This design comes from an exercise in tuning for small area and few clock cycles per item on the open sky130 flow, not from production work.
Function was checked by simulation only, so behaviour that the tests miss may differ from the original.

// aes128_key_expansion
module aes128_key_expansion (
   input  wire logic         clock,
   input  wire logic         reset,
   input  wire logic         req_tvalid,
   output logic              req_tready,
   input  wire logic [127:0] req_tdata,
   output logic              rsp_tvalid,
   input  wire logic         rsp_tready,
   output logic [135:0]      rsp_tdata,
   output logic              rsp_tlast
);
Size in the first run: about 130 flip-flops, roughly 270 I/O pins.
==> flow/config.mk <==
export PLATFORM = sky130hd
export DESIGN_NAME = aes128_key_expansion
export DESIGN_NICKNAME = aes128_key_expansion
export VERILOG_FILES = /design/flow/design.v
export SDC_FILE = /design/flow/constraint.sdc
export NUM_CORES = 4
export LEC_CHECK = 0
export CAP_MARGIN = 20
export CORE_MARGIN = 2
export CORE_UTILIZATION = 40
export CTS_BUF_LIST = sky130_fd_sc_hd__clkbuf_4 sky130_fd_sc_hd__clkbuf_8
export SLEW_MARGIN = 20
==> flow/constraint.sdc <==
create_clock -name core_clock -period 5.3 [get_ports {clock}]
set_input_delay 1.0600 -clock core_clock [delete_from_list [all_inputs] [get_ports {clock}]]
set_output_delay 1.0600 -clock core_clock [all_outputs]
set_load 0.01 [all_outputs]
standard.sh (not shown) runs the stock make flow with config.mk's settings and CLKGATE_MAP_FILE= SYNTH_SCRIPT=/design/flow/synth_recipe.tcl, a recipe that flattens the netlist after the stock synthesis.
==> flow/flow/run.sh <==
#!/bin/bash
# Own flow: the standard layout with two changes:
#  - synthesis: the abc technology-mapping step uses flow/abc_area_nf.script
#    instead of ORFS's speed script (front end, flip-flop mapping, flatten and
#    rename are the standard ones);
#  - placement: every port still gets a buffer, but buffer_ports uses the
#    1x buffer (sky130_fd_sc_hd__buf_1) rather than the cell it picks itself;
#  - clock tree: larger sink clusters and no dummy balancing loads.
set -euo pipefail
W=$PWD
cat flow/abc_override.tcl synth_recipe.tcl > my_synth.tcl
sed "s#$W/synth_recipe.tcl#$W/my_synth.tcl#g" standard.sh > my_standard.sh
grep -q my_synth.tcl my_standard.sh
export MY_ABC_SCRIPT=$W/flow/abc_area_nf.script
export BUFFER_PORTS_ARGS="-buffer_cell sky130_fd_sc_hd__buf_1"
export CTS_ARGS="-sink_clustering_enable -repair_clock_nets -dont_use_dummy_load -sink_clustering_size 30 -sink_clustering_max_diameter 80 -buf_list {sky130_fd_sc_hd__clkbuf_4 sky130_fd_sc_hd__clkbuf_8}"
bash my_standard.sh synth > synth.log 2>&1
for step in FLOORPLAN GLOBAL_PLACE RESIZE REPAIR_TIMING_POST_PLACE DETAIL_PLACE CTS GLOBAL_ROUTE DETAIL_ROUTE; do
  export PRE_${step}_TCL=$W/flow/no_buf4.tcl
done
bash my_standard.sh finish > layout.log 2>&1
==> flow/flow/abc_area_nf.script <==
strash
&get -n
&dch -f
&nf -p -R 50
&put
==> flow/flow/abc_override.tcl <==
# Prepended to synth_recipe.tcl: every liberty-mapping abc call uses an
# area-oriented mapping script (structural choices, then &nf area recovery)
# in place of ORFS's speed script. Registers are untouched (no -dff).
proc abc {args} {
  set i [lsearch -exact $args -script]
  if {$i >= 0} {
    set args [lreplace $args $i [expr {$i + 1}] -script $::env(MY_ABC_SCRIPT)]
  }
  yosys abc {*}$args
}
==> flow/flow/no_buf4.tcl <==
# Keep the resizer to the 1x buffer for its own buffering (port buffers are
# set separately).
set_dont_use {sky130_fd_sc_hd__buf_2 sky130_fd_sc_hd__buf_4 sky130_fd_sc_hd__buf_6 sky130_fd_sc_hd__buf_8 sky130_fd_sc_hd__buf_12 sky130_fd_sc_hd__buf_16}
Testbench counts at the start, summed over its fixed seeds: cycles 5,640, items 512.
Change:
--- a/flow/flow/run.sh
+++ b/flow/flow/run.sh
@@ -17,5 +17,2 @@
 bash my_standard.sh synth > synth.log 2>&1
-for step in FLOORPLAN GLOBAL_PLACE RESIZE REPAIR_TIMING_POST_PLACE DETAIL_PLACE CTS GLOBAL_ROUTE DETAIL_ROUTE; do
-  export PRE_${step}_TCL=$W/flow/no_buf4.tcl
-done
 bash my_standard.sh finish > layout.log 2>&1
==> flow/flow/abc_area_nf.script (replaced) <==
strash
&get -n
&dch -f
&nf -p -R 20
&put
- CAP_MARGIN: 20 -> 10
- SLEW_MARGIN: 20 -> 10
removed: flow/flow/no_buf4.tcl
Outcome:
- routed wire length came out higher by a little under a tenth
- worst setup slack is better by 100 ps
- worst hold slack is about the same
- sequential cell count stays the same
- die area rises by a few percent
- utilization rises by 0.24 points
- area after synthesis rises by a few percent


Setup of onyx:
Starting RTL as in the previous note.
==> flow/config.mk <==
export PLATFORM = sky130hd
export DESIGN_NAME = aes128_key_expansion
export DESIGN_NICKNAME = aes128_key_expansion
export VERILOG_FILES = /design/flow/design.v
export SDC_FILE = /design/flow/constraint.sdc
export NUM_CORES = 4
export LEC_CHECK = 0
export CAP_MARGIN = 20
export CORE_MARGIN = 2
export CORE_UTILIZATION = 40
export CTS_BUF_LIST = sky130_fd_sc_hd__clkbuf_4 sky130_fd_sc_hd__clkbuf_8
export SLEW_MARGIN = 20
==> flow/constraint.sdc <==
create_clock -name core_clock -period 5.3 [get_ports {clock}]
set_input_delay 1.0600 -clock core_clock [delete_from_list [all_inputs] [get_ports {clock}]]
set_output_delay 1.0600 -clock core_clock [all_outputs]
set_load 0.01 [all_outputs]
==> flow/flow/run.sh <==
#!/bin/bash
# Own flow: the standard layout with two changes:
#  - synthesis: the abc technology-mapping step uses flow/abc_area_nf.script
#    instead of ORFS's speed script (front end, flip-flop mapping, flatten and
#    rename are the standard ones);
#  - placement: every port still gets a buffer, but buffer_ports uses the
#    1x buffer (sky130_fd_sc_hd__buf_1) rather than the cell it picks itself;
#  - clock tree: larger sink clusters and no dummy balancing loads.
set -euo pipefail
W=$PWD
cat flow/abc_override.tcl synth_recipe.tcl > my_synth.tcl
sed "s#$W/synth_recipe.tcl#$W/my_synth.tcl#g" standard.sh > my_standard.sh
grep -q my_synth.tcl my_standard.sh
export MY_ABC_SCRIPT=$W/flow/abc_area_nf.script
export BUFFER_PORTS_ARGS="-buffer_cell sky130_fd_sc_hd__buf_1"
export CTS_ARGS="-sink_clustering_enable -repair_clock_nets -dont_use_dummy_load -sink_clustering_size 30 -sink_clustering_max_diameter 80 -buf_list {sky130_fd_sc_hd__clkbuf_4 sky130_fd_sc_hd__clkbuf_8}"
bash my_standard.sh synth > synth.log 2>&1
bash my_standard.sh finish > layout.log 2>&1
==> flow/flow/abc_area_nf.script <==
strash
&get -n
&dch -f
&nf -p -R 20
&put
Scripts as last shown in full above: flow/flow/abc_override.tcl
onyx did not stop at any stage, and its layout met the timing, DRC and antenna checks.
Testbench counts of onyx, summed over its fixed seeds: cycles 5,640, items 512.
The inputs of violet differ from those of onyx as listed below.
==> flow/flow/abc_area_nf.script <==
strash
&get -n
&dch -f
&nf -p -R 70
&put
==> comparison <==
There was hardly any difference in area used by sequential logic in the layout between violet and onyx.
Compared onyx against violet; clock buffer and inverter area fraction after layout within noise.
Die outline width shrinks slightly when moving from onyx to violet.
Against onyx as the reference, violet delivers a higher number of nets in the layout.
The inputs of xenon differ from those of violet as listed below.
==> flow/flow/run.sh <==
#!/bin/bash
# Own flow: the standard layout with two changes:
#  - synthesis: the abc technology-mapping step uses flow/abc_area_nf.script
#    instead of ORFS's speed script (front end, flip-flop mapping, flatten and
#    rename are the standard ones);
#  - placement: every port still gets a buffer, but buffer_ports uses the
#    1x buffer (sky130_fd_sc_hd__buf_1) rather than the cell it picks itself.
set -euo pipefail
W=$PWD
cat flow/abc_override.tcl synth_recipe.tcl > my_synth.tcl
sed "s#$W/synth_recipe.tcl#$W/my_synth.tcl#g" standard.sh > my_standard.sh
grep -q my_synth.tcl my_standard.sh
export MY_ABC_SCRIPT=$W/flow/abc_area_nf.script
export BUFFER_PORTS_ARGS="-buffer_cell sky130_fd_sc_hd__buf_1"
bash my_standard.sh synth > synth.log 2>&1
bash my_standard.sh finish > layout.log 2>&1
==> flow/flow/abc_area_nf.script <==
strash
&get -n
&dch -f
&nf -p -R 20
&put
[summary]
- violet has a lower highest clock frequency the design can meet than xenon.
- From violet to xenon the numbers moved as follows: cell count shows a reduction of 0.50%, post-route worst hold slack increased 19 ps.
- Re die area: violet was lower than xenon.

port drivers added, routing unchanged:
Ports are ideal in the flow. The routed layouts listed here were re-timed in OpenROAD.
Step 1 assumes that a clkbuf_16 drives the clock port and a buf_2 every other input.
Step 2 adds t to the input delays and takes it off the output delays; t is the mean of the earliest and latest rising clock arrival at the registers after step 1. Input paths then give back, and output paths get back, about the clock's delay inside the block.
Slacks: ideal ports / drivers / drivers and shift; pairs: ideal ports / drivers.
| run | shift t [ns] | setup slack, ns | hold slack, ns | worst slew at a driven data input, ns |
|---|---|---|---|---|
| the first run of note 1 | 0.473 | 0.249 / 0.249 / 0.249 | 0.481 / 0.481 / 0.481 | 0.06 |
| the second run of note 1 | 0.477 | 0.354 / 0.354 / 0.354 | 0.478 / 0.478 / 0.478 | 0.10 |
| onyx | 0.477 | 0.354 / 0.354 / 0.354 | 0.478 / 0.478 / 0.478 | 0.10 |
| violet | 0.476 | 0.232 / 0.232 / 0.232 | 0.461 / 0.461 / 0.461 | 0.07 |
| xenon | 0.493 | 0.309 / 0.309 / 0.309 | 0.480 / 0.480 / 0.480 | 0.10 |
After both steps every run listed still meets setup and hold.
